What follows belongs to an exercise in optimizing a design on an open flow for small area; a production flow would make more cautious choices. The RTL was checked by simulation tests, not by an equivalence proof against the original design. No activity file was given, so power comes from the tool's default toggle rates.

==> design.v <==
module bp_top (
  input  logic        clk,
  input  logic        rst,
  input  logic [31:0] if_pc,
  output logic        pred_taken,
  output logic [31:0] pred_next_pc,
  input  logic        upd_valid,
  input  logic [31:0] upd_pc,
  input  logic        upd_taken,
  input  logic [31:0] upd_target,
  input  logic [31:0] upd_pred_next,
  output logic        mispredict,
  output logic [31:0] redirect_pc,
  output logic [15:0] branch_cnt,
  output logic [15:0] mispred_cnt
);
  branch_predictor #(
    .ENTRIES(32),
    .ADDR_W (32),
    .CNT_W  (16)
  ) u_bp (
    .clk          (clk),
    .rst          (rst),
    .if_pc        (if_pc),
    .pred_taken   (pred_taken),
    .pred_next_pc (pred_next_pc),
    .upd_valid    (upd_valid),
    .upd_pc       (upd_pc),
    .upd_taken    (upd_taken),
    .upd_target   (upd_target),
    .upd_pred_next(upd_pred_next),
    .mispredict   (mispredict),
    .redirect_pc  (redirect_pc),
    .branch_cnt   (branch_cnt),
    .mispred_cnt  (mispred_cnt)
  );
endmodule

module branch_predictor #(
  parameter int ENTRIES = 64,
  parameter int ADDR_W  = 32,
  parameter int CNT_W   = 32
) (
  input  logic              clk,
  input  logic              rst,
  input  logic [ADDR_W-1:0] if_pc,
  output logic              pred_taken,
  output logic [ADDR_W-1:0] pred_next_pc,
  input  logic              upd_valid,
  input  logic [ADDR_W-1:0] upd_pc,
  input  logic              upd_taken,
  input  logic [ADDR_W-1:0] upd_target,
  input  logic [ADDR_W-1:0] upd_pred_next,
  output logic              mispredict,
  output logic [ADDR_W-1:0] redirect_pc,
  output logic [CNT_W-1:0]  branch_cnt,
  output logic [CNT_W-1:0]  mispred_cnt
);
  localparam int IDX_W = $clog2(ENTRIES);
  localparam int TAG_W = ADDR_W - IDX_W - 2;
  logic              valid_arr  [ENTRIES];
  logic [TAG_W-1:0]  tag_arr    [ENTRIES];
  logic [ADDR_W-1:0] target_arr [ENTRIES];
  logic [1:0]        ctr_arr    [ENTRIES];
  logic [IDX_W-1:0] if_idx;
  logic [TAG_W-1:0] if_tag;
  assign if_idx       = if_pc[IDX_W+1:2];
  assign if_tag       = if_pc[ADDR_W-1:IDX_W+2];
  assign pred_taken   = ctr_arr[if_idx][1] && (tag_arr[if_idx] == if_tag);
  assign pred_next_pc = pred_taken ? target_arr[if_idx] : if_pc + ADDR_W'(4);
  logic [ADDR_W-1:0] actual_pc;
  assign actual_pc   = upd_taken ? upd_target : upd_pc + ADDR_W'(4);
  assign redirect_pc = actual_pc;
  assign mispredict  = upd_valid && (upd_pred_next != actual_pc);
  logic [IDX_W-1:0] upd_idx;
  logic [TAG_W-1:0] upd_tag;
  logic             upd_hit;
  logic [1:0]       upd_ctr;
  logic [1:0]       ctr_next;
  logic             ctr_write;
  logic             alloc;
  assign upd_idx   = upd_pc[IDX_W+1:2];
  assign upd_tag   = upd_pc[ADDR_W-1:IDX_W+2];
  assign upd_hit   = valid_arr[upd_idx] && (tag_arr[upd_idx] == upd_tag);
  assign upd_ctr   = ctr_arr[upd_idx];
  assign alloc     = upd_valid && upd_taken;
  assign ctr_write = upd_valid && (upd_hit || upd_taken);
  always_comb begin
    ctr_next = upd_ctr;
    if (!upd_hit) begin
      ctr_next = 2'b10;                        
    end else if (upd_taken) begin
      if (upd_ctr != 2'b11) ctr_next = upd_ctr + 2'b01;
    end else begin
      if (upd_ctr != 2'b00) ctr_next = upd_ctr - 2'b01;
    end
  end
  genvar gi;
  generate
    for (gi = 0; gi < ENTRIES; gi++) begin : g_entry
      logic              valid_reg;
      logic [TAG_W-1:0]  tag_reg;
      logic [ADDR_W-1:0] target_reg;
      logic [1:0]        ctr_reg;
      logic              at_idx;
      assign at_idx = (upd_idx == IDX_W'(gi));
      always_ff @(posedge clk) begin
        if (rst) begin
          valid_reg  <= 1'b0;
          ctr_reg    <= 2'b00;
          tag_reg    <= '0;
          target_reg <= '0;
        end else begin
          if (alloc && at_idx) begin
            valid_reg  <= 1'b1;
            tag_reg    <= upd_tag;
            target_reg <= upd_target;
          end
          if (ctr_write && at_idx) ctr_reg <= ctr_next;
        end
      end
      assign valid_arr[gi]  = valid_reg;
      assign tag_arr[gi]    = tag_reg;
      assign target_arr[gi] = target_reg;
      assign ctr_arr[gi]    = ctr_reg;
    end
  endgenerate
  logic [CNT_W-1:0] branch_cnt_reg, mispred_cnt_reg;
  always_ff @(posedge clk) begin
    if (rst) begin
      branch_cnt_reg  <= '0;
      mispred_cnt_reg <= '0;
    end else begin
      if (upd_valid && (branch_cnt_reg != {CNT_W{1'b1}}))
        branch_cnt_reg <= branch_cnt_reg + CNT_W'(1);
      if (mispredict && (mispred_cnt_reg != {CNT_W{1'b1}}))
        mispred_cnt_reg <= mispred_cnt_reg + CNT_W'(1);
    end
  end
  assign branch_cnt  = branch_cnt_reg;
  assign mispred_cnt = mispred_cnt_reg;
endmodule
==> flow/run.sh <==
#!/bin/bash
# Layout flow for bp_top.
#  1. The standard synthesis (standard.sh synth) fixes the registers: their
#     names and cell types.
#  2. gen.py writes the design again as a netlist with the same registers,
#     in which the tag/target write selects and the 32:1 read selects are
#     mapped to cells by hand; custom_synth.tcl maps the rest with yosys/abc.
#     That netlist replaces the standard one (kept as 1_2_yosys_std.v).
#  3. The standard flow runs on from there (floorplan to finish), with the
#     clock tree built without dummy loads and the port buffers made with
#     the smallest buffer cell.
# If step 2 fails, the standard netlist is laid out instead.
set -u -o pipefail
HERE=$(pwd)
FLOWDIR=$HERE/flow
cat >> config.mk <<'EOC'
export CTS_ARGS = -sink_clustering_enable -repair_clock_nets -dont_use_dummy_load
export BUFFER_PORTS_ARGS = -buffer_cell sky130_fd_sc_hd__buf_1
EOC

bash standard.sh synth > standard_synth.log 2>&1 || exit 1

RES=$HERE/orfs/results/${FLOW_PLATFORM:-sky130hd}/bp_top/base
LIB=$FLOW_HOME/platforms/sky130hd/lib/sky130_fd_sc_hd__tt_025C_1v80.lib
YOSYS=$FLOW_HOME/../tools/install/yosys/bin/yosys
[ -x "$YOSYS" ] || YOSYS=$(command -v yosys)

cp $RES/1_2_yosys.v $HERE/1_2_yosys_std.v
if python3 $FLOWDIR/gen.py $HERE/1_2_yosys_std.v $HERE/custom.v > gen.log 2>&1 &&
   LIB=$LIB CUSTOM_V=$HERE/custom.v OUT_V=$HERE/custom_net.v \
   ABC_SCRIPT=$FLOW_HOME/scripts/abc_speed.script \
   $YOSYS -c $FLOWDIR/custom_synth.tcl > custom_synth.log 2>&1 &&
   [ -s $HERE/custom_net.v ]; then
  cp $HERE/custom_net.v $RES/1_2_yosys.v
  rm -f $RES/1_synth.odb
  echo "using the hand-mapped netlist" > netlist_choice.log
else
  echo "hand-mapped netlist failed; using the standard netlist" > netlist_choice.log
fi

bash standard.sh > standard.log 2>&1
==> flow/custom_synth.tcl <==
# yosys -c custom_synth.tcl ; env: CUSTOM_V, OUT_V, LIB, ABC_SCRIPT
yosys read_liberty -lib $::env(LIB)
yosys read_verilog -sv $::env(CUSTOM_V)
yosys hierarchy -check -top bp_top
yosys synth -top bp_top -flatten -nofsm -noshare
yosys opt -purge
yosys abc -script $::env(ABC_SCRIPT) -liberty $::env(LIB) -dont_use *probe_p_8 -dont_use *probec_p_8 -dont_use *lpflow*
yosys opt_clean -purge
yosys setundef -zero
yosys splitnets
yosys hilomap -singleton -hicell sky130_fd_sc_hd__conb_1 HI -locell sky130_fd_sc_hd__conb_1 LO
yosys insbuf -buf sky130_fd_sc_hd__buf_4 A X
yosys check
yosys stat -liberty $::env(LIB)
yosys write_verilog -noattr -noexpr -nohex -nodec $::env(OUT_V)
==> flow/gen.py <==
#!/usr/bin/env python3
"""Write bp_top as a netlist whose storage and read paths are mapped by hand.

usage: gen.py STANDARD_NETLIST OUT_V

STANDARD_NETLIST is the standard synthesis of rtl/branch_predictor.sv (ORFS
1_2_yosys.v); the flip-flops here take its instance names and cell types, so
the registers pair one to one with it. The tag/target write path (one o22a
per bit) and the 32:1 read selects (a222oi/a22oi, nand4/nand3, nor3 per bit)
are instantiated as cells; the remaining logic is left as expressions for
yosys/abc to map.
"""
import re
import sys

ENT, TAG_W, ADDR_W, CNT_W = 32, 25, 32, 16
P = 'sky130_fd_sc_hd__'

std, out = sys.argv[1], sys.argv[2]
flops = {}
for m in re.finditer(r'^\s*(' + P + r'\w+)\s+\\u_bp\.(\S+)\s*\(', open(std).read(), re.M):
    cell, name = m.group(1), m.group(2)
    key = name.split('$')[0]
    if 'df' in cell:
        flops[key] = (cell, '\\u_bp.' + name + ' ')


def flop(key, d, q, lines):
    cell, inst = flops.pop(key)
    assert cell == P + 'dfxtp_1', (key, cell)
    lines.append(f'  {cell} {inst}(.CLK(clk), .D({d}), .Q({q}));')


L = []
W = []          # wire declarations
C = []          # cell instances
A = []          # assigns
n = [0]


def net(prefix):
    n[0] += 1
    name = f'{prefix}_{n[0]}'
    W.append(f'  wire {name};')
    return name


def cell(typ, pins):
    n[0] += 1
    conn = ', '.join(f'.{p}({s})' for p, s in pins)
    C.append(f'  {P}{typ} hm_{n[0]} ({conn});')


def rdmux(oh, data, tag):
    """active-low 32:1 AND-OR select of data[i] by one-hot oh[i]."""
    g = []
    for k in range(0, 30, 3):
        y = net(tag + 'g')
        cell('a222oi_1', [('A1', oh[k]), ('A2', data[k]), ('B1', oh[k + 1]), ('B2', data[k + 1]),
                          ('C1', oh[k + 2]), ('C2', data[k + 2]), ('Y', y)])
        g.append(y)
    y = net(tag + 'g')
    cell('a22oi_1', [('A1', oh[30]), ('A2', data[30]), ('B1', oh[31]), ('B2', data[31]), ('Y', y)])
    g.append(y)
    h = []
    for grp in (g[0:4], g[4:8]):
        y = net(tag + 'h')
        cell('nand4_1', [('A', grp[0]), ('B', grp[1]), ('C', grp[2]), ('D', grp[3]), ('Y', y)])
        h.append(y)
    y = net(tag + 'h')
    cell('nand3_1', [('A', g[8]), ('B', g[9]), ('C', g[10]), ('Y', y)])
    h.append(y)
    o = net(tag + 'n')
    cell('nor3_1', [('A', h[0]), ('B', h[1]), ('C', h[2]), ('Y', o)])
    return o


ohi = [f'ohi[{i}]' for i in range(ENT)]
ohu = [f'ohu[{i}]' for i in range(ENT)]

# ---- storage: tag/target with o22a write select --------------------------
for i in range(ENT):
    for b in range(TAG_W):
        q, d = f'tq_{i}[{b}]', f'tqd_{i}[{b}]'
        cell('o22a_1', [('A1', q), ('A2', f'sp[{i}]'), ('B1', f'dt[{b}]'), ('B2', f'spn[{i}]'), ('X', d)])
        flop(f'g_entry[{i}].tag_reg[{b}]', d, q, C)
    for b in range(ADDR_W):
        q, d = f'gq_{i}[{b}]', f'gqd_{i}[{b}]'
        cell('o22a_1', [('A1', q), ('A2', f'sp[{i}]'), ('B1', f'dg[{b}]'), ('B2', f'spn[{i}]'), ('X', d)])
        flop(f'g_entry[{i}].target_reg[{b}]', d, q, C)
    flop(f'g_entry[{i}].valid_reg', f'vd[{i}]', f'vq[{i}]', C)
    flop(f'g_entry[{i}].ctr_reg[0]', f'c0d[{i}]', f'c0q[{i}]', C)
    flop(f'g_entry[{i}].ctr_reg[1]', f'c1d[{i}]', f'c1q[{i}]', C)
for b in range(CNT_W):
    flop(f'branch_cnt_reg[{b}]', f'bcd[{b}]', f'branch_cnt[{b}]', C)
    flop(f'mispred_cnt_reg[{b}]', f'mcd[{b}]', f'mispred_cnt[{b}]', C)
assert not flops, sorted(flops)[:5]

# ---- read selects ---------------------------------------------------------
for b in range(TAG_W):
    A.append(f'  assign it_n[{b}] = {rdmux(ohi, [f"tq_{i}[{b}]" for i in range(ENT)], "it")};')
    A.append(f'  assign ut_n[{b}] = {rdmux(ohu, [f"tq_{i}[{b}]" for i in range(ENT)], "ut")};')
for b in range(ADDR_W):
    A.append(f'  assign ig_n[{b}] = {rdmux(ohi, [f"gq_{i}[{b}]" for i in range(ENT)], "ig")};')
A.append(f'  assign ic1_n = {rdmux(ohi, [f"c1q[{i}]" for i in range(ENT)], "ic")};')
A.append(f'  assign uv_n = {rdmux(ohu, [f"vq[{i}]" for i in range(ENT)], "uv")};')
A.append(f'  assign uc1_n = {rdmux(ohu, [f"c1q[{i}]" for i in range(ENT)], "uc")};')
A.append(f'  assign uc0_n = {rdmux(ohu, [f"c0q[{i}]" for i in range(ENT)], "uc")};')

hdr = '''// generated by gen.py
module bp_top (clk, rst, if_pc, pred_taken, pred_next_pc, upd_valid, upd_pc, upd_taken,
  upd_target, upd_pred_next, mispredict, redirect_pc, branch_cnt, mispred_cnt);
  input clk;
  input rst;
  input [31:0] if_pc;
  output pred_taken;
  output [31:0] pred_next_pc;
  input upd_valid;
  input [31:0] upd_pc;
  input upd_taken;
  input [31:0] upd_target;
  input [31:0] upd_pred_next;
  output mispredict;
  output [31:0] redirect_pc;
  output [15:0] branch_cnt;
  output [15:0] mispred_cnt;
'''
decl = ['  wire [31:0] ohi, ohu, sp, spn, vd, vq, c0d, c0q, c1d, c1q;',
        '  wire [24:0] dt, it_n, ut_n;',
        '  wire [31:0] dg, ig_n;',
        '  wire ic1_n, uv_n, uc1_n, uc0_n;',
        '  wire [15:0] bcd, mcd;']
for i in range(ENT):
    decl.append(f'  wire [24:0] tq_{i}, tqd_{i};')
    decl.append(f'  wire [31:0] gq_{i}, gqd_{i};')

rtl = '''
  // ---- index decode ----
  wire [4:0] if_idx = if_pc[6:2];
  wire [4:0] upd_idx = upd_pc[6:2];
  genvar gi;
  generate
    for (gi = 0; gi < 32; gi = gi + 1) begin : g_dec
      assign ohi[gi] = (if_idx == gi);
      assign ohu[gi] = (upd_idx == gi);
    end
  endgenerate

  // ---- write select (reset folded in: it writes zero to every entry) ----
  wire alloc = upd_valid & upd_taken;
  assign sp  = ({32{alloc}} & ohu) | {32{rst}};
  assign spn = ~sp;
  assign dt  = upd_pc[31:7] & {25{~rst}};
  assign dg  = upd_target & {32{~rst}};

  // ---- lookup ----
  wire [24:0] it = ~it_n;
  wire [31:0] ig = ~ig_n;
  assign pred_taken   = ~ic1_n & (it == if_pc[31:7]);
  assign pred_next_pc = pred_taken ? ig : if_pc + 32'd4;

  // ---- resolve ----
  wire [31:0] actual_pc = upd_taken ? upd_target : upd_pc + 32'd4;
  assign redirect_pc = actual_pc;
  assign mispredict  = upd_valid & (upd_pred_next != actual_pc);

  // ---- update: valid and direction counters ----
  wire [24:0] ut = ~ut_n;
  wire upd_hit = ~uv_n & (ut == upd_pc[31:7]);
  wire [1:0] upd_ctr = {~uc1_n, ~uc0_n};
  wire ctr_write = upd_valid & (upd_hit | upd_taken);
  reg [1:0] ctr_next;
  always @* begin
    ctr_next = upd_ctr;
    if (!upd_hit) ctr_next = 2'b10;
    else if (upd_taken) begin
      if (upd_ctr != 2'b11) ctr_next = upd_ctr + 2'b01;
    end else begin
      if (upd_ctr != 2'b00) ctr_next = upd_ctr - 2'b01;
    end
  end
  wire [31:0] cw = {32{ctr_write}} & ohu;
  assign vd  = {32{~rst}} & (vq | ({32{alloc}} & ohu));
  assign c1d = {32{~rst}} & ((cw & {32{ctr_next[1]}}) | (~cw & c1q));
  assign c0d = {32{~rst}} & ((cw & {32{ctr_next[0]}}) | (~cw & c0q));

  // ---- performance counters ----
  wire bc_inc = upd_valid & ~(&branch_cnt);
  wire mc_inc = mispredict & ~(&mispred_cnt);
  assign bcd = rst ? 16'd0 : branch_cnt + {15'd0, bc_inc};
  assign mcd = rst ? 16'd0 : mispred_cnt + {15'd0, mc_inc};
'''
with open(out, 'w') as f:
    f.write(hdr + '\n'.join(decl) + '\n' + '\n'.join(W) + '\n' + rtl + '\n'.join(A) + '\n' + '\n'.join(C) + '\nendmodule\n')
==> standard.sh <==
#!/bin/bash
# synth_recipe.tcl (not shown) runs the flow's synth.tcl, then flattens the netlist and writes it again
# the make line also repeats each setting of config.mk as NAME=value (left out here)
make -C /OpenROAD-flow-scripts/flow DESIGN_CONFIG=/design/flow/config.mk WORK_HOME=/design/flow/orfs CLKGATE_MAP_FILE= SYNTH_SCRIPT=/design/flow/synth_recipe.tcl "${@:-finish}"
==> config.mk <==
export PLATFORM = sky130hd
export DESIGN_NAME = bp_top
export DESIGN_NICKNAME = bp_top
export VERILOG_FILES = /design/flow/design.v
export SDC_FILE = /design/flow/constraint.sdc
export NUM_CORES = 4
export LEC_CHECK = 0
export CAP_MARGIN = 20
export CORE_MARGIN = 2
export CORE_UTILIZATION = 40
export SLEW_MARGIN = 20
export CTS_ARGS = -sink_clustering_enable -repair_clock_nets -dont_use_dummy_load
export BUFFER_PORTS_ARGS = -buffer_cell sky130_fd_sc_hd__buf_1
==> constraint.sdc <==
create_clock -name core_clock -period 14.0 [get_ports {clk}]
set_input_delay 2.8000 -clock core_clock [delete_from_list [all_inputs] [get_ports {clk}]]
set_output_delay 2.8000 -clock core_clock [all_outputs]
set_load 0.01 [all_outputs]
==> results.json, run 1 <==
{
  "cts_num_sinks": 1952,
  "powerDensity_mw_per_mm2": 148.7,
  "synth_cells": 6222,
  "cts.clk_slew.worst_paths_ns": 0.06,
  "hold_path.class": "register to register",
  "fp.dieW_um": 431.5,
  "crit_start": "if_pc[4]",
  "clk_latency_ns": 0.86,
  "fin_skew_ns": 0.08124,
  "htree_levels": 4,
  "numPortBuffers": 229,
  "cap_violations": 0,
  "fillCellCount": 16760,
  "worstPathRequired_ns": 11.20,
  "clockRootBuffer": "clkbuf_16",
  "grt_pass1_vias": 66810,
  "ios": 230,
  "relSlewSlack_pct": 14.22,
  "stdcell_area_mm2": 0.08442,
  "grt_antenna_before_repair": 23,
  "arrival_ns": 8.94,
  "finalSetupTns_ns": 0,
  "critical_path_class": "input port to primary output",
  "switchingPower_mw": 3.457,
  "drc": 0,
  "core-area_mm2": 0.1811,
  "routed_wl_um": 355300,
  "syn_area_per_cell_um2": 11.75,
  "syn-num-nets": 6354,
  "wl_per_cell_um": 38.53,
  "gp_congestion": 0.9677,
  "finalMaxSlewViolations": 0,
  "largest_register_ffs": 1024,
  "start_util_pct": 40.37,
  "power.share.switching_pct": 27.53,
  "crit_path_max_fanout": 37,
  "rows": 156,
  "routed-via-count": 71110,
  "cts-resized-gates": 0,
  "r2r-start": "u_bp.g_entry[3].tag_reg[1]",
  "synth_warnings": 5,
  "first_pass_iters": 17,
  "endpoint_kind": "primary output",
  "power.leakage_nw": 32.09,
  "final_nets": 6972,
  "drt_iter0_markers": 16590,
  "place_hpwl_um": 210500,
  "dieHeight_um": 431.5,
  "cts_tree": "built",
  "synthToLayoutAreaGrowth_pct": 15.46,
  "dpl-instance-area_mm2": 0.07944,
  "p_seq_share_pct": 51.4,
  "max_freq_mhz": 85.14,
  "cts_buffer_depth": 3,
  "p_int_mw": 9.099,
  "ant_nets": 0,
  "finalSetupViolations": 0,
  "min_period_ns": 11.75,
  "die-area_mm2": 0.1862,
  "clkPwrFrac_pct": 36.0,
  "peakVddDrop_uv": 113.3,
  "finalHoldViolCount": 0,
  "grt-ovfl-total": 0,
  "syn-cell-area_mm2": 0.07312,
  "grt_first_pass_wirelength_um": 495400,
  "cts_setup_buffers": 0,
  "pwr-share-comb_pct": 12.5,
  "cts-buffers-inserted": 197,
  "cp-start-kind": "input port",
  "status": "timing/DRC/antenna clean",
  "tightest_slew_ns": 1.277,
  "hp-start": "u_bp.g_entry[2].valid_reg",
  "vias_per_cell": 7.713,
  "drive_gt1_share_pct": 9.754,
  "grt_max_degree": 137,
  "groute.usage.overall_pct": 36.38,
  "period_share_pct": 83.89,
  "rsz0062_at_grt": "false",
  "hold_buffers": 0
}
==> per-layer routing <==
layer  track usage (%)  vias up  routed length [um]
met4             26.62       22               31430
met1             45.14    35450              130000
met5            0.4424        -                 201
met2             52.73     5647              147100
met3             11.68     1484               46570
li1                  -    28510                   -
==> power groups by stage <==
stage,Combinational (mW),Sequential (mW),Clock [mW]
final,1.57,6.46,4.53
after detailed placement,1.49,6.55,0
after global routing,1.60,6.50,4.76
after CTS,1.50,6.44,4.55
after global placement,1.46,6.55,0
after floorplan,0.866,6.45,0
==> worst paths after layout <==
path	slack, ns	cells past startpoint	to
worst min register to register	0.47	2	u_bp.g_entry[2].valid_reg
worst max register to register	9.33	12	u_bp.g_entry[24].ctr_reg[0]
worst min-delay path	0.47	2	u_bp.g_entry[2].valid_reg
worst max-delay path	2.26	13	pred_next_pc[31]
==> area by class of cell <==
type | instances | area [um2] | area share (%)
clock buffer | 197 | 4930 | 5.840
antenna | 12 | 30.03 | 0.03557
multi-input combinational | 4167 | 34530 | 40.91
sequential | 1952 | 39080 | 46.29
inverter | 62 | 260.3 | 0.3083
timing repair buffer | 460 | 2624 | 3.108
tap | 2370 | 2965 | 3.513
==> cell usage in the layout (no fill, tap or decap), types with 103 or more instances in the layout <==
cell and count:
buf_1 227, o22a_1 1825, nand2_1 103, a222oi_1 860
nor3_1 130, buf_4 229, nor2_1 171, clkbuf_16 197
dfxtp_1 1952, nand4_1 199, nand3_1 119
==> worst max-delay path, stage by stage <==
cell and delay [ns]:
buf_1 0.40, nand2b_1 0.63, nor2_4 0.93, buf_4 0.67
a222oi_1 0.19, nand4_1 0.53, nor3_1 0.15, xor2_1 0.41
nand2_1 0.09, or3b_2 0.50, nor4_4 0.77, o31a_1 0.63
buf_1 0.21
==> through the flow <==
step	power (mW)	hold WS, ns	util, %	std cells	worst slack, ns
after floorplan	7.311	0.4364	-	6222	3.572
after global placement	8.008	0.4484	43.85	9011	2.585
after detailed placement	8.046	0.4572	43.86	9011	2.874
after CTS	12.48	0.4726	46.58	9208	2.864
after global routing	12.86	0.4871	46.59	9211	2.324
final	12.56	0.4698	46.61	9220	2.255
==> run 2: changes to the inputs <==
--- a/flow/run.sh
+++ b/flow/run.sh
@@ -9,3 +9,4 @@
 #  3. The standard flow runs on from there (floorplan to finish), with the
-#     clock tree built without dummy loads and the port buffers made with
+#     clock tree built without dummy loads, from clkbuf_8 leaf buffers on
+#     clusters of at most 16 sinks, and the port buffers made with
 #     the smallest buffer cell.
@@ -16,3 +17,3 @@
 cat >> config.mk <<'EOC'
-export CTS_ARGS = -sink_clustering_enable -repair_clock_nets -dont_use_dummy_load
+export CTS_ARGS = -sink_clustering_enable -repair_clock_nets -dont_use_dummy_load -buf_list sky130_fd_sc_hd__clkbuf_8 -root_buf sky130_fd_sc_hd__clkbuf_16 -sink_clustering_size 16 -sink_clustering_max_diameter 60
 export BUFFER_PORTS_ARGS = -buffer_cell sky130_fd_sc_hd__buf_1
--- a/config.mk
+++ b/config.mk
@@ -11,3 +11,3 @@
 export SLEW_MARGIN = 20
-export CTS_ARGS = -sink_clustering_enable -repair_clock_nets -dont_use_dummy_load
+export CTS_ARGS = -sink_clustering_enable -repair_clock_nets -dont_use_dummy_load -buf_list sky130_fd_sc_hd__clkbuf_8 -root_buf sky130_fd_sc_hd__clkbuf_16 -sink_clustering_size 16 -sink_clustering_max_diameter 60
 export BUFFER_PORTS_ARGS = -buffer_cell sky130_fd_sc_hd__buf_1
==> run 2 against run 1 <==
Synthesized area is the same. Largest power group unchanged. Final cell count shrank 0.43%. Still clean. Fmax grew 1.1%. Highest routed layer unchanged.
==> results.json, run 2 <==
{
  "crit_chain": "buf_1, or3b_2, nor2_4, buf_4, a222oi_1, nand4_1, nor3_1, xor2_1, nand4_1, or4_1, nor4_2, buf_4, nor2_1, a21oi_1, buf_1",
  "arrival_ns": 8.82,
  "cts_tree": "built",
  "status": "timing/DRC/antenna clean",
  "grt_first_pass_wirelength_um": 492900,
  "cts-buffers-inserted": 157,
  "power.leakage_nw": 30.80,
  "die-area_mm2": 0.1862,
  "critical_path.slowest_cell": "nor2_4",
  "grt-ovfl-total": 0,
  "first_pass_iters": 22,
  "r2r-start": "u_bp.g_entry[3].tag_reg[1]",
  "relSlewSlack_pct": 11.02,
  "path_buf_inv": 4,
  "fp.dieW_um": 431.5,
  "hold_path.class": "register to register",
  "numPortBuffers": 229,
  "syn_area_per_cell_um2": 11.75,
  "dieHeight_um": 431.5,
  "vias_per_cell": 7.708,
  "min_period_ns": 11.62,
  "peakVddDrop_uv": 101.3,
  "clk_latency_ns": 0.85,
  "synthToLayoutAreaGrowth_pct": 11.70,
  "hp-start": "u_bp.g_entry[15].valid_reg",
  "groute.usage.overall_pct": 36.23,
  "drive_gt1_share_pct": 9.237,
  "tightest_slew_ns": 1.324,
  "syn-cell-area_mm2": 0.07312,
  "final_common_cell": "dfxtp_1",
  "core-area_mm2": 0.1811,
  "cts_num_sinks": 1952,
  "fin_skew_ns": 0.1529,
  "cts.clk_slew.worst_paths_ns": 0.03,
  "hold_buffers": 0,
  "finalHoldViolCount": 0,
  "htree_levels": 4,
  "critical_path_class": "input port to primary output",
  "wl_per_cell_um": 38.58,
  "synth_warnings": 5,
  "place_hpwl_um": 210500,
  "crit_start": "if_pc[2]",
  "finalMaxSlewViolations": 0,
  "syn-num-nets": 6354,
  "cts-resized-gates": 0,
  "rows": 156,
  "rsz0062_at_grt": "false",
  "gp_congestion": 0.9677,
  "routed_wl_um": 354200,
  "ant_nets": 0,
  "fin_total_pwr_mw": 10.87,
  "drc": 0,
  "drt_iter0_markers": 15980,
  "max_freq_mhz": 86.04,
  "start_util_pct": 40.37,
  "finalSetupTns_ns": 0,
  "cap_violations": 0,
  "crit_family": "simple AND/OR/NAND/NOR gates",
  "synth_cells": 6222,
  "cpPeakStageDelay_ns": 0.74,
  "grt_antenna_before_repair": 17,
  "worstPathRequired_ns": 11.20,
  "cp-start-kind": "input port",
  "powerDensity_mw_per_mm2": 133.1,
  "grt_pass1_vias": 66160,
  "largest_register_ffs": 1024,
  "grt_max_degree": 137,
  "cts_setup_buffers": 0,
  "finalSetupViolations": 0,
  "ios": 230,
  "mostFrequentLayoutCells": "dfxtp_1, o22a_1, a222oi_1",
  "crit_path_max_fanout": 50,
  "period_share_pct": 83.02,
  "endpoint_kind": "primary output",
  "final_nets": 6933,
  "routed-via-count": 70760,
  "clockRootBuffer": "clkbuf_16",
  "cts_buffer_depth": 3
}
-- run 2: tightest hold or removal path: cells and delay by family (launching register included) --
kind | cells | cell delay [ns]
flops | 1 | 0.32
simple gates | 1 | 0.07
compound gates | 1 | 0.04
-- run 2: routing by layer --
| metal | part of all wire (%) | up-vias | GRT usage [%] |
|---|---|---|---|
| li1 | - | 28360 | - |
| met1 | 37 | 35270 | 45.22 |
| met2 | 41 | 5678 | 52.23 |
| met3 | 13 | 1439 | 11.54 |
| met4 | 8.9 | 12 | 26.69 |
| met5 | 0.025 | - | 0.1041 |
-- run 2: worst paths after layout --
check	endpoint	slack [ns]	cells after the start
max	pred_next_pc[22]	2.38	15
min	u_bp.g_entry[15].valid_reg	0.47	2
max reg2reg	u_bp.g_entry[1].ctr_reg[0]	9.55	12
min reg2reg	u_bp.g_entry[15].valid_reg	0.47	2
-- run 2: final cells by class --
class,count,area [um2]
fillers,17100,99460
flip-flops and latches,1952,39080
multi-input cells,4167,34530
well taps,2370,2965
repair buffers,461,2635
clock buffers,157,2172
inverters,62,260.3
diodes,11,27.53
-- run 2: where the power goes --
group / internal (mW) / total, mW / leakage [nW] / switching [mW]
registers: 6.08 / 6.45 / 16.4 / 0.365
clock network: 1.01 / 2.86 / 1.13 / 1.85
logic: 0.562 / 1.57 / 13.3 / 1.01
-- run 2: per-stage QoR --
| step | hold slack (ns) | setup WS (ns) | utilization (%) | cell area [um2] | instances |
|---|---|---|---|---|---|
| floorplan | 0.4364 | 3.572 | - | 73120 | 6222 |
| global placement | 0.4484 | 2.585 | 43.85 | 79430 | 9011 |
| detailed placement | 0.4572 | 2.874 | 43.86 | 79440 | 9011 |
| CTS | 0.4711 | 2.861 | 45.06 | 81620 | 9168 |
| global route | 0.4923 | 2.363 | 45.08 | 81660 | 9174 |
| finish | 0.4677 | 2.378 | 45.09 | 81670 | 9180 |
==> run 3: changes to the inputs <==
--- a/flow/run.sh
+++ b/flow/run.sh
@@ -6,3 +6,4 @@
 #     in which the tag/target write selects and the 32:1 read selects are
-#     mapped to cells by hand; custom_synth.tcl maps the rest with yosys/abc.
+#     mapped to cells by hand; custom_synth.tcl maps the rest with yosys and
+#     abc (area mapping, abc_area_map.script).
 #     That netlist replaces the standard one (kept as 1_2_yosys_std.v).
@@ -31,3 +32,3 @@
    LIB=$LIB CUSTOM_V=$HERE/custom.v OUT_V=$HERE/custom_net.v \
-   ABC_SCRIPT=$FLOW_HOME/scripts/abc_speed.script \
+   ABC_SCRIPT=$FLOWDIR/abc_area_map.script \
    $YOSYS -c $FLOWDIR/custom_synth.tcl > custom_synth.log 2>&1 &&
==> flow/abc_area_map.script (new file) <==
strash
dch -f
amap
topo
==> run 3 against run 2 <==
Still clean. Synthesized area is 2.1% lower. Largest power group unchanged. Routed wire length rose by 2.5%. Non-clock buffer count is 69 higher. Final cell count is 1.0% higher. Clock-buffer cell count fell by 2.
==> results.json, run 3 <==
{
  "status": "timing/DRC/antenna clean",
  "drc": 0,
  "grt_antenna_before_repair": 20,
  "worstPathRequired_ns": 11.20,
  "synth_warnings": 5,
  "cts.clk_slew.worst_paths_ns": 0.06,
  "grt_pass1_vias": 66480,
  "routed-via-count": 71640,
  "first_pass_iters": 22,
  "cpMostUsedCell": "nor2_1",
  "ios": 230,
  "crit_family": "buffers and inverters",
  "critical_path_class": "input port to primary output",
  "hold_path.class": "register to register",
  "max_freq_mhz": 79.15,
  "vias_per_cell": 7.723,
  "endpoint_kind": "primary output",
  "final_common_cell": "dfxtp_1",
  "numPortBuffers": 229,
  "htree_levels": 4,
  "path_buf_inv": 10,
  "routed_wl_um": 363100,
  "fp.dieW_um": 427.1,
  "finalMaxSlewViolations": 0,
  "hp-start": "u_bp.g_entry[22].valid_reg",
  "cts-buffers-inserted": 155,
  "peakVddDrop_uv": 115.2,
  "syn-cell-area_mm2": 0.07159,
  "ant_nets": 0,
  "hold_buffers": 0,
  "syn_area_per_cell_um2": 11.52,
  "cts_num_sinks": 1952,
  "fin_total_pwr_mw": 10.84,
  "grt_first_pass_wirelength_um": 498100,
  "cap_violations": 0,
  "critical_path.slowest_cell": "nor2_1",
  "final_nets": 7036,
  "start_util_pct": 40.17,
  "place_hpwl_um": 221500,
  "min_period_ns": 12.64,
  "core-area_mm2": 0.1782,
  "cts_setup_buffers": 0,
  "drt_iter0_markers": 16980,
  "powerDensity_mw_per_mm2": 133.9,
  "grt_max_degree": 59,
  "grt-ovfl-total": 0,
  "crit_path_max_fanout": 30,
  "dpl-instance-area_mm2": 0.07869,
  "rsz0062_at_grt": "false",
  "tightest_slew_ns": 1.274,
  "die-area_mm2": 0.1824,
  "cts-resized-gates": 0,
  "groute.usage.overall_pct": 37.95,
  "cts_buffer_depth": 3,
  "mostFrequentLayoutCells": "dfxtp_1, o22a_1, a222oi_1",
  "cts_tree": "built",
  "relSlewSlack_pct": 15.09,
  "finalSetupTns_ns": 0,
  "cp-start-kind": "input port",
  "wl_per_cell_um": 39.14,
  "synth_cells": 6217,
  "cpPeakStageDelay_ns": 0.75,
  "drive_gt1_share_pct": 9.519,
  "dieHeight_um": 427.1,
  "clockRootBuffer": "clkbuf_16",
  "stdcell_area_mm2": 0.08091,
  "power.leakage_nw": 30.40,
  "r2r-start": "u_bp.g_entry[6].tag_reg[9]",
  "largest_register_ffs": 1024,
  "period_share_pct": 90.25,
  "synthToLayoutAreaGrowth_pct": 13.01,
  "clk_latency_ns": 0.78,
  "crit_start": "upd_pc[5]",
  "fin_skew_ns": 0.1128,
  "arrival_ns": 9.84,
  "rows": 155,
  "gp_congestion": 1.003,
  "finalSetupViolations": 0,
  "finalHoldViolCount": 0,
  "syn-num-nets": 6349
}
-- run 3: cell types whose count changed in the layout (fill, tap and decap cells not counted), moves of 67 or more --
| cell | change |
|---|---|
| nor2_1 | +172 |
| clkinv_1 | +157 |
| o22ai_1 | +88 |
| xnor2_1 | -75 |
| xor2_1 | -70 |
| buf_4 | +67 |
-- run 3: worst paths after layout --
kind | to | slack (ns) | depth (start not counted)
worst min-delay path | u_bp.g_entry[22].valid_reg | 0.48 | 2
worst max-delay path | mispredict | 1.36 | 27
worst min register to register | u_bp.g_entry[22].valid_reg | 0.48 | 2
worst max register to register | u_bp.g_entry[4].ctr_reg[0] | 9.14 | 13
-- run 3: worst register-to-register path: cells and delay by family, from the launching register on --
family,cells,cell delay (ns)
simple gates,8,3.24
buf+inv,1,0.19
flops,1,0.34
compound gates,4,0.99
-- run 3: layout make-up --
type,count,area [um2]
inverter,191,757.0
timing repair buffer,530,3172
antenna,19,47.55
multi-input combinational,4074,32760
clock buffer,155,2145
fill,16780,97320
tap,2355,2947
sequential,1952,39080
-- run 3: per-stage QoR --
stage               cells  hold slack (ns)  utilization [%]  worst slack, ns
finish               9276           0.4774            45.39            1.365
global route         9266           0.4978            45.38            1.042
CTS                  9256           0.4777            45.35            1.654
detailed placement   9101           0.4615            44.15            1.657
global placement     9101           0.4510            44.14            1.461
floorplan            6217           0.4400                -           0.4866
-- run 3: report_power, final --
part / leakage (nW) / internal, mW / switching (mW)
sequential: 16.4 / 6.08 / 0.359
combinational: 12.9 / 0.551 / 0.999
clock: 1.12 / 0.998 / 1.85
total: 30.4 / 7.63 / 3.21
-- run 3: per-layer routing --
metal  share of wire (%)  track usage (%)  wire length (um)
met1                  36            46.38            129300
met2                  40            53.55            146400
met3                  14            13.29             52190
met4                 9.6            30.89             34930
met5               0.065           0.7672               237
==> run 4: changes to the inputs <==
--- a/flow/gen.py
+++ b/flow/gen.py
@@ -9,3 +9,4 @@
 per bit) and the 32:1 read selects (a222oi/a22oi, nand4/nand3, nor3 per bit)
-are instantiated as cells; the remaining logic is left as expressions for
+are instantiated as cells, and so are the final index decode and write
+select gates, with drivers sized for their 30-60 loads; the remaining logic is left as expressions for
 yosys/abc to map.
@@ -80,2 +81,18 @@
 
+# ---- decode and write selects, with drivers sized for their loads -------
+for i in range(ENT):
+    j, k = i % 4, i // 4
+    cell('nand2_1', [('A', f'pi[{j}]'), ('B', f'qi[{k}]'), ('Y', f'ohi_n[{i}]')])
+    cell('inv_6', [('A', f'ohi_n[{i}]'), ('Y', f'ohi[{i}]')])
+    cell('nand2_1', [('A', f'pu[{j}]'), ('B', f'qu[{k}]'), ('Y', f'ohu_n[{i}]')])
+    cell('inv_4', [('A', f'ohu_n[{i}]'), ('Y', f'ohu[{i}]')])
+    # sp = (alloc & at index) | rst ; spn = ~sp
+    cell('o21ai_1', [('A1', f'pa_n[{j}]'), ('A2', f'qu_n[{k}]'), ('B1', 'rstn'), ('Y', f'sp0[{i}]')])
+    cell('inv_6', [('A', f'sp0[{i}]'), ('Y', f'spn[{i}]')])
+    cell('inv_6', [('A', f'spn[{i}]'), ('Y', f'sp[{i}]')])
+for b in range(TAG_W):
+    cell('and2_4', [('A', 'rstn'), ('B', f'upd_pc[{b + 7}]'), ('X', f'dt[{b}]')])
+for b in range(ADDR_W):
+    cell('and2_4', [('A', 'rstn'), ('B', f'upd_target[{b}]'), ('X', f'dg[{b}]')])
+
 # ---- storage: tag/target with o22a write select --------------------------
@@ -127,3 +144,6 @@
 '''
-decl = ['  wire [31:0] ohi, ohu, sp, spn, vd, vq, c0d, c0q, c1d, c1q;',
+decl = ['  wire [31:0] ohi, ohu, ohi_n, ohu_n, sp0, sp, spn, vd, vq, c0d, c0q, c1d, c1q;',
+        '  wire [3:0] pi, pu, pa_n;',
+        '  wire [7:0] qi, qu, qu_n;',
+        '  wire rstn;',
         '  wire [24:0] dt, it_n, ut_n;',
@@ -137,19 +157,18 @@
 rtl = '''
-  // ---- index decode ----
-  wire [4:0] if_idx = if_pc[6:2];
-  wire [4:0] upd_idx = upd_pc[6:2];
+  // ---- index predecode (the final decode and write-select gates are cells) ----
+  wire alloc = upd_valid & upd_taken;
   genvar gi;
   generate
-    for (gi = 0; gi < 32; gi = gi + 1) begin : g_dec
-      assign ohi[gi] = (if_idx == gi);
-      assign ohu[gi] = (upd_idx == gi);
+    for (gi = 0; gi < 4; gi = gi + 1) begin : g_pre4
+      assign pi[gi]   = (if_pc[3:2] == gi);
+      assign pu[gi]   = (upd_pc[3:2] == gi);
+      assign pa_n[gi] = ~(alloc & (upd_pc[3:2] == gi));
+    end
+    for (gi = 0; gi < 8; gi = gi + 1) begin : g_pre8
+      assign qi[gi]   = (if_pc[6:4] == gi);
+      assign qu[gi]   = (upd_pc[6:4] == gi);
+      assign qu_n[gi] = ~(upd_pc[6:4] == gi);
     end
   endgenerate
-
-  // ---- write select (reset folded in: it writes zero to every entry) ----
-  wire alloc = upd_valid & upd_taken;
-  assign sp  = ({32{alloc}} & ohu) | {32{rst}};
-  assign spn = ~sp;
-  assign dt  = upd_pc[31:7] & {25{~rst}};
-  assign dg  = upd_target & {32{~rst}};
+  assign rstn = ~rst;
 
==> run 4 against run 3 <==
Combinational power barely moved. Sequential share of layout area rose by 1.0 points. Critical path depth rose by 3. Clock power shrank 1%. Critical path type unchanged. Critical endpoint is now pred_next_pc[30]. Largest power group unchanged. Highest routed layer unchanged.
==> results.json, run 4 <==
{
  "crit_family": "simple AND/OR/NAND/NOR gates",
  "p_int_mw": 7.569,
  "core-area_mm2": 0.1807,
  "htree_levels": 4,
  "grt_pass1_vias": 66130,
  "cts_num_sinks": 1952,
  "dpl-instance-area_mm2": 0.07707,
  "min_period_ns": 12.21,
  "rr_endpoint": "u_bp.g_entry[11].ctr_reg[0]",
  "fin_total_pwr_mw": 10.76,
  "whs_ns": 0.4754,
  "pwr-share-comb_pct": 14.1,
  "clockRootBuffer": "clkbuf_16",
  "use_met3_pct": 12.69,
  "rows": 156,
  "stdcell_area_mm2": 0.07920,
  "ios": 230,
  "fin_util_pct": 43.82,
  "top_usage_layer": "met2",
  "largest_register_ffs": 1024,
  "grt_first_pass_wirelength_um": 496400,
  "power.share.switching_pct": 29.68,
  "cts-resized-gates": 0,
  "finalSetupTns_ns": 0,
  "syn_area_per_cell_um2": 11.71,
  "mostFrequentLayoutCells": "dfxtp_1, o22a_1, a222oi_1",
  "place_hpwl_um": 198900,
  "cts_buffer_depth": 3,
  "max_freq_mhz": 81.90,
  "syn-num-nets": 6343,
  "final_common_cell": "dfxtp_1",
  "start_util_pct": 40.23,
  "multi_input_comb_area_mm2": 0.03214,
  "cts.clk_slew.worst_paths_ns": 0.07,
  "crit_path_max_fanout": 10,
  "grt_max_degree": 84,
  "grt-ovfl-total": 0,
  "powerDensity_mw_per_mm2": 135.9,
  "fin_skew_ns": 0.09440,
  "arrival_ns": 9.41,
  "cts-buffers-inserted": 149,
  "cpMostUsedCell": "nand2_1",
  "final_cells": 9048,
  "groute.usage.overall_pct": 36.86,
  "area.sequential_mm2": 0.03908,
  "r2r_cells": 14,
  "peakVddDrop_uv": 113.9,
  "met1_usage_pct": 45.40,
  "timing.final.ws_setup_ns": 1.790,
  "r2r_slack_ns": 8.69,
  "first_pass_iters": 15,
  "power.leakage_nw": 29.54,
  "gr-usage-met2_pct": 52.64,
  "cp-start-kind": "input port",
  "cts_tree": "built",
  "synthToLayoutAreaGrowth_pct": 8.926,
  "period_share_pct": 87.22,
  "routed_wl_um": 359000,
  "switchingPower_mw": 3.195,
  "relSlewSlack_pct": 22.24,
  "cpPeakStageDelay_ns": 0.65,
  "syn-cell-area_mm2": 0.07271,
  "fillCellCount": 17320,
  "path_buf_inv": 4,
  "post-place-ws_ns": 2.252,
  "drive_gt1_share_pct": 6.174,
  "numPortBuffers": 229,
  "finalHoldViolCount": 0,
  "drc": 0,
  "ant_nets": 0,
  "grt_antenna_before_repair": 27,
  "vias_per_cell": 7.874,
  "worstPathRequired_ns": 11.20,
  "p_seq_share_pct": 59.8,
  "clk_latency_ns": 0.83,
  "final_nets": 6791,
  "crit_start": "if_pc[2]",
  "synth_cells": 6211,
  "status": "timing/DRC/antenna clean",
  "endpoint_kind": "primary output",
  "fp.dieW_um": 430.3,
  "hold_buffers": 0,
  "crit_end": "pred_next_pc[30]",
  "cap_violations": 0,
  "cts_setup_buffers": 0,
  "critical_path.slowest_cell": "nor3_1",
  "dieHeight_um": 430.3,
  "worstSetupPathDepth": 30,
  "finalSetupViolations": 0,
  "synth_warnings": 5,
  "clkPwrFrac_pct": 26.1,
  "drt_iter0_markers": 17040,
  "finalMaxSlewViolations": 0,
  "hold_path.class": "register to register",
  "rsz0062_at_grt": "false",
  "tightest_slew_ns": 1.154,
  "dp_cells": 8877,
  "critical_path_class": "input port to primary output",
  "r2r-start": "u_bp.g_entry[3].tag_reg[17]",
  "gp_congestion": 0.9906,
  "die-area_mm2": 0.1852,
  "wl_per_cell_um": 39.68,
  "routed-via-count": 71250
}
-- run 4: layout make-up --
| class | count | area share (%) |
|---|---|---|
| antenna | 21 | 0.06635 |
| multi-input combinational | 4003 | 40.58 |
| tap | 2370 | 3.744 |
| timing repair buffer | 297 | 1.741 |
| sequential | 1952 | 49.34 |
| inverter | 256 | 1.924 |
| clock buffer | 149 | 2.604 |
-- run 4: worst min path at each step --
stage                                from                         end  slack (ns)  depth (start not counted)
2_1_floorplan   u_bp.g_entry[0].valid_reg   u_bp.g_entry[0].valid_reg        0.44                          2
3_3_place_gp    u_bp.g_entry[7].valid_reg   u_bp.g_entry[7].valid_reg        0.45                          2
3_5_place_dp   u_bp.g_entry[11].valid_reg  u_bp.g_entry[11].valid_reg        0.46                          2
4_1_cts        u_bp.g_entry[17].valid_reg  u_bp.g_entry[17].valid_reg        0.48                          2
5_1_grt         u_bp.g_entry[5].valid_reg   u_bp.g_entry[5].valid_reg        0.49                          2
6_report       u_bp.g_entry[31].valid_reg  u_bp.g_entry[31].valid_reg        0.48                          2
-- run 4: power by group through the flow --
| stage | registers (mW) | clock network (mW) | logic [mW] |
|---|---|---|---|
| 2_1_floorplan | 6.45 | 0 | 0.855 |
| 4_1_cts | 6.41 | 2.80 | 1.43 |
| 6_report | 6.43 | 2.81 | 1.52 |
| 5_1_grt | 6.49 | 3.02 | 1.54 |
| 3_5_place_dp | 6.54 | 0 | 1.43 |
| 3_3_place_gp | 6.53 | 0 | 1.40 |
-- run 4: worst min-delay path, delay by kind of cell, from the launching register on --
family	cells	cell delay, ns
flops	1	0.33
compound gates	1	0.04
simple gates	1	0.07
-- run 4: per-layer routing --
metal / wire length (um) / part of all wire (%)
met2: 146000 / 41
met4: 32940 / 9.2
met3: 51630 / 14
met1: 128300 / 36
met5: 131 / 0.036
==> run 5: changes to the inputs <==
--- a/config.mk
+++ b/config.mk
@@ -9,3 +9,4 @@
 export CORE_MARGIN = 2
-export CORE_UTILIZATION = 40
+export CORE_UTILIZATION = 60
+export PLACE_DENSITY = 0.7
 export SLEW_MARGIN = 20
==> run 5 against run 4 <==
Still clean. Register-to-register slack got worse by 0.54 ns. Clock skew fell by 0.033 ns. Via count rose by 0.36%. Critical path depth fell by 7. Sequential share of layout area rose by 0.61 points. Fmax fell by 5.4%. Synthesized area did not move. Flip-flop and latch count did not move. Largest power group unchanged. Highest routed layer unchanged.
==> results.json, run 5 <==
{
  "grt_antenna_before_repair": 18,
  "syn-num-nets": 6343,
  "grt_first_pass_wirelength_um": 464000,
  "start_util_pct": 60.52,
  "fin_total_pwr_mw": 10.68,
  "cap_violations": 0,
  "core-area_mm2": 0.1201,
  "max_freq_mhz": 77.47,
  "grt_max_degree": 94,
  "worstPathRequired_ns": 11.20,
  "final_common_cell": "dfxtp_1",
  "crit_path_max_fanout": 10,
  "endpoint_kind": "primary output",
  "groute.usage.overall_pct": 51.10,
  "period_share_pct": 92.20,
  "fillCellCount": 9931,
  "syn_area_per_cell_um2": 11.71,
  "final_cells": 8279,
  "cts_setup_buffers": 0,
  "cts_tree": "built",
  "synth_warnings": 5,
  "r2r-start": "u_bp.g_entry[9].tag_reg[13]",
  "grt_pass1_vias": 65730,
  "clk_latency_ns": 0.77,
  "cts_buffer_depth": 3,
  "finalSetupTns_ns": 0,
  "die-area_mm2": 0.1240,
  "hp-start": "u_bp.g_entry[3].valid_reg",
  "final_nets": 6789,
  "relSlewSlack_pct": 8.474,
  "routed-via-count": 71500,
  "r2r_slack_ns": 8.15,
  "powerDensity_mw_per_mm2": 136.6,
  "grt-ovfl-total": 0,
  "dp_cells": 8121,
  "ant_nets": 0,
  "status": "timing/DRC/antenna clean",
  "cp-start-kind": "input port",
  "rows": 127,
  "crit_start": "if_pc[2]",
  "gp_congestion": 1.031,
  "hold_buffers": 0,
  "synthToLayoutAreaGrowth_pct": 7.606,
  "dieHeight_um": 352.1,
  "vias_per_cell": 8.636,
  "hold_path.class": "register to register",
  "fin_skew_ns": 0.06096,
  "ios": 230,
  "area.sequential_mm2": 0.03908,
  "min_period_ns": 12.91,
  "numPortBuffers": 229,
  "routed_wl_um": 336000,
  "finalMaxSlewViolations": 0,
  "drc": 0,
  "drive_gt1_share_pct": 6.206,
  "place_hpwl_um": 188200,
  "mostFrequentLayoutCells": "dfxtp_1, o22a_1, a222oi_1",
  "finalSetupViolations": 0,
  "syn-cell-area_mm2": 0.07271,
  "arrival_ns": 10.11,
  "cts.clk_slew.worst_paths_ns": 0.09,
  "finalHoldViolCount": 0,
  "cts_num_sinks": 1952,
  "peakVddDrop_uv": 119.7,
  "tightest_slew_ns": 1.359,
  "rsz0062_at_grt": "false",
  "multi_input_comb_area_mm2": 0.03217,
  "wl_per_cell_um": 40.58,
  "htree_levels": 4,
  "cts-resized-gates": 0,
  "critical_path_class": "input port to primary output",
  "clockRootBuffer": "clkbuf_16",
  "drt_iter0_markers": 17720,
  "first_pass_iters": 14,
  "cts-buffers-inserted": 145,
  "power.leakage_nw": 29.53,
  "synth_cells": 6211,
  "fp.dieW_um": 352.1,
  "largest_register_ffs": 1024
}
==> run 5: stage by stage <==
| step | cell area [um2] | hold WS, ns | setup slack (ns) | util (%) |
|---|---|---|---|---|
| floorplan | 72710 | 0.4365 | 1.798 | - |
| global placement | 76150 | 0.4481 | 1.589 | 63.39 |
| detailed placement | 76180 | 0.4589 | 1.824 | 63.42 |
| CTS | 78190 | 0.4803 | 1.819 | 65.09 |
| global route | 78220 | 0.4974 | 0.8438 | 65.12 |
| finish | 78240 | 0.4836 | 1.092 | 65.13 |
==> run 5: report_power, final <==
part	total (mW)	switching, mW	leakage (nW)	internal, mW
logic	1.54	1.01	12.1	0.530
clock network	2.72	1.79	1.05	0.939
registers	6.42	0.335	16.4	6.08
==> run 5: final cells by class <==
| type | count | area share (%) |
|---|---|---|
| Sequential cell | 1952 | 49.95 |
| Antenna cell | 12 | 0.03838 |
| Tap cell | 1612 | 2.578 |
| Inverter | 256 | 1.948 |
| Clock buffer | 145 | 2.565 |
| Multi-Input combinational cell | 4003 | 41.12 |
| Timing Repair Buffer | 299 | 1.807 |
==> run 5: per-layer routing <==
metal | routed length (um) | GRT usage (%) | vias to the layer above
met3 | 62250 | 24.84 | 1725
met1 | 116400 | 63.81 | 34520
met4 | 29460 | 36.80 | 20
met5 | 383 | 2.038 | -
met2 | 127500 | 67.75 | 7151
li1 | - | - | 28090
==> run 5: final timing paths <==
| kind | end | depth (start not counted) |
|---|---|---|
| min | u_bp.g_entry[3].valid_reg | 2 |
| max reg2reg | u_bp.g_entry[31].ctr_reg[1] | 12 |
| min reg2reg | u_bp.g_entry[3].valid_reg | 2 |
| max | pred_next_pc[24] | 23 |
==> run 5: critical path, stage by stage <==
cell      delay [ns]
buf_1           0.22
clkinv_1        0.13
nor2_1          0.61
nand2_1         0.20
nor2_1          0.19
nand2_1         0.24
nor3_1          0.68
nand2_1         0.16
nor2_1          0.72
nand2_1         0.17
nor2_1          0.22
nand2_1         0.11
nor2_1          0.19
nand2_1         0.11
nor3_1          0.33
and3_1          0.52
nand2_1         0.17
nor2_1          0.22
nand2_1         0.13
nor2_1          0.27
o21ai_0         0.50
o22ai_1         0.98
buf_1           0.22
==> run 6: changes to the inputs <==
--- a/flow/run.sh
+++ b/flow/run.sh
@@ -11,3 +11,3 @@
 #     clock tree built without dummy loads, from clkbuf_8 leaf buffers on
-#     clusters of at most 16 sinks, and the port buffers made with
+#     clusters of at most 18 sinks, and the port buffers made with
 #     the smallest buffer cell.
@@ -18,3 +18,3 @@
 cat >> config.mk <<'EOC'
-export CTS_ARGS = -sink_clustering_enable -repair_clock_nets -dont_use_dummy_load -buf_list sky130_fd_sc_hd__clkbuf_8 -root_buf sky130_fd_sc_hd__clkbuf_16 -sink_clustering_size 16 -sink_clustering_max_diameter 60
+export CTS_ARGS = -sink_clustering_enable -repair_clock_nets -dont_use_dummy_load -buf_list sky130_fd_sc_hd__clkbuf_8 -root_buf sky130_fd_sc_hd__clkbuf_16 -sink_clustering_size 18 -sink_clustering_max_diameter 60
 export BUFFER_PORTS_ARGS = -buffer_cell sky130_fd_sc_hd__buf_1
==> config.mk (replaced) <==
export PLATFORM = sky130hd
export DESIGN_NAME = bp_top
export DESIGN_NICKNAME = bp_top
export VERILOG_FILES = /design/flow/design.v
export SDC_FILE = /design/flow/constraint.sdc
export NUM_CORES = 4
export LEC_CHECK = 0
export CAP_MARGIN = 20
export CORE_MARGIN = 2
export CORE_UTILIZATION = 40
export GPL_TIMING_DRIVEN = 0
export SLEW_MARGIN = 20
export CTS_ARGS = -sink_clustering_enable -repair_clock_nets -dont_use_dummy_load -buf_list sky130_fd_sc_hd__clkbuf_8 -root_buf sky130_fd_sc_hd__clkbuf_16 -sink_clustering_size 18 -sink_clustering_max_diameter 60
export BUFFER_PORTS_ARGS = -buffer_cell sky130_fd_sc_hd__buf_1
==> run 6 against run 5 <==
Still clean. Core utilization decreased by 21 points. Via count decreased by 0.31%. Largest cell class unchanged. Synthesized cell count unchanged. First-iteration DRC count decreased by 5.2%. Clock power about the same. Critical path type unchanged. Register-to-register slack improved by 0.62 ns. Critical endpoint is now mispredict.
==> results.json, run 6 <==
{
  "max_freq_mhz": 77.23,
  "grt_first_pass_wirelength_um": 494700,
  "drc": 0,
  "die-area_mm2": 0.1852,
  "finalHoldViolCount": 0,
  "status": "timing/DRC/antenna clean",
  "cpPeakStageDelay_ns": 0.70,
  "cts-buffers-inserted": 138,
  "cts_num_sinks": 1952,
  "cts_setup_buffers": 0,
  "crit_chain": "buf_1, clkinv_1, nor2_1, nand2_1, nor2_1, and3_1, nand2_1, nor2_1, clkinv_1, nor3_1, clkinv_1, nor4_1, clkinv_1, a221oi_1, a21oi_1, a2111oi_0, nand3_1, a2111oi_0, nand2_1, or3b_1, nor2b_1, buf_1",
  "final_nets": 6737,
  "ios": 230,
  "cpMostUsedCell": "clkinv_1",
  "final_common_cell": "dfxtp_1",
  "peakVddDrop_uv": 107.1,
  "drt_iter0_markers": 16790,
  "r2r-start": "u_bp.g_entry[3].tag_reg[11]",
  "hp-start": "u_bp.g_entry[20].valid_reg",
  "rsz0062_at_grt": "false",
  "htree_levels": 4,
  "min_period_ns": 12.95,
  "critical_path.slowest_cell": "a2111oi_0",
  "fillCellCount": 17320,
  "cts.clk_slew.worst_paths_ns": 0.08,
  "cts-resized-gates": 0,
  "groute.usage.overall_pct": 36.96,
  "synth_warnings": 5,
  "core-area_mm2": 0.1807,
  "finalSetupTns_ns": 0,
  "first_pass_iters": 13,
  "fin_skew_ns": 0.08300,
  "wl_per_cell_um": 40.10,
  "cap_violations": 0,
  "clk_latency_ns": 0.84,
  "routed_wl_um": 361000,
  "fin_util_pct": 43.71,
  "grt_antenna_before_repair": 30,
  "syn-cell-area_mm2": 0.07271,
  "powerDensity_mw_per_mm2": 135.1,
  "hold_path.class": "register to register",
  "largest_register_ffs": 1024,
  "synth_cells": 6211,
  "grt-ovfl-total": 0,
  "syn_area_per_cell_um2": 11.71,
  "routed-via-count": 71280,
  "crit_start": "upd_pc[2]",
  "arrival_ns": 10.15,
  "drive_gt1_share_pct": 5.619,
  "gp_congestion": 0.9374,
  "grt_max_degree": 59,
  "fp.dieW_um": 430.3,
  "whs_ns": 0.4771,
  "dieHeight_um": 430.3,
  "finalSetupViolations": 0,
  "endpoint_kind": "primary output",
  "use_met3_pct": 13.47,
  "cts_buffer_depth": 3,
  "place_hpwl_um": 176900,
  "rows": 156,
  "mostFrequentLayoutCells": "dfxtp_1, o22a_1, a222oi_1",
  "cp-start-kind": "input port",
  "gr-usage-met2_pct": 51.07,
  "relSlewSlack_pct": 8.574,
  "worstPathRequired_ns": 11.20,
  "vias_per_cell": 7.917,
  "syn-num-nets": 6343,
  "cts_tree": "built",
  "met1_usage_pct": 47.13,
  "top_usage_layer": "met2",
  "numPortBuffers": 229,
  "start_util_pct": 40.23,
  "grt_pass1_vias": 66100,
  "critical_path_class": "input port to primary output",
  "hold_buffers": 0,
  "crit_path_max_fanout": 12,
  "period_share_pct": 92.49,
  "clockRootBuffer": "clkbuf_16",
  "ant_nets": 0,
  "finalMaxSlewViolations": 0,
  "synthToLayoutAreaGrowth_pct": 8.663,
  "power.leakage_nw": 29.33,
  "tightest_slew_ns": 1.361
}
## run 6: path summary, 6_finish.rpt
| kind | to | depth (start not counted) | slack [ns] |
|---|---|---|---|
| setup / recovery | mispredict | 22 | 1.05 |
| hold / removal | u_bp.g_entry[20].valid_reg | 2 | 0.48 |
| setup reg to reg | u_bp.g_entry[22].ctr_reg[1] | 15 | 8.77 |
| hold reg to reg | u_bp.g_entry[20].valid_reg | 2 | 0.48 |
## run 6: final cells by class
type                            instances  area [um2]  share of cell area [%]
Antenna cell                           30       75.07                 0.09502
Clock buffer                          138        1911                   2.418
Inverter                              256        1528                   1.934
Multi-Input combinational cell       4003       32210                   40.77
Sequential cell                      1952       39080                   49.46
Tap cell                             2370        2965                   3.753
Timing Repair Buffer                  254        1242                   1.573
## run 6: through the flow
stage	power [mW]	std cells	cell area, um2	worst slack (ns)
floorplan	7.303	6211	72710	1.798
global placement	7.896	8810	76530	-7.417
detailed placement	7.976	8832	76970	1.473
CTS	10.56	8970	78880	1.470
global route	10.93	8985	78960	0.5560
finish	10.67	9003	79010	1.051
## run 6: power breakdown
group	total, mW	leakage, nW	internal, mW	switching (mW)
registers	6.41	16.4	6.08	0.326
logic	1.55	11.9	0.532	1.02
clock network	2.71	0.998	0.896	1.82
## run 6: worst max-delay path, delay by kind of cell
family                 cells  cell delay, ns
buffers and inverters      6            1.35
AO/OA/AOI/OAI              4            2.07
AND/OR/NAND/NOR           12            3.92
## run 6: layer usage
| metal | vias to the layer above | wire length [um] |
|---|---|---|
| met5 | - | 296 |
| met4 | 22 | 29070 |
| met3 | 1527 | 52790 |
| met2 | 6134 | 144800 |
| met1 | 35610 | 134100 |
| li1 | 27990 | - |

-- separate check: timing with driven ports --
In the flow no input, the clock included, has a driving cell. The finished layouts below were timed again as built, in two steps. Step 1: set_driving_cell puts a clkbuf_16 on clk and a buf_2 on each other input, an assumption about the parent block. Step 2 moves the port delays by t, midway between the first and last clock arrival at a register: inputs arrive t later, outputs are due t later. That takes back most of the time a late clock gives input paths. a / b / c = ideal ports / drivers / drivers and shift; a / b = the first two.
| run | shift t [ns] | slack for setup (ns) | worst slew at a driven data input, ns |
|---|---|---|---|
| run 1 | 0.902 | 2.255 / 2.229 / 2.229 | 0.14 |
| run 2 | 0.869 | 2.378 / 2.352 / 2.352 | 0.16 |
| run 3 | 0.841 | 1.365 / 1.330 / 1.330 | 0.17 |
| run 4 | 0.889 | 1.790 / 1.758 / 1.758 | 0.27 |
| run 5 | 0.841 | 1.092 / 1.063 / 1.063 | 0.22 |
| run 6 | 0.869 | 1.051 / 1.029 / 1.029 | 0.35 |
After both steps setup and hold are still met in every run listed. The setup slack of run 3, which loses most, moves by -0.035 ns with the drivers and by -0.035 ns with both steps.
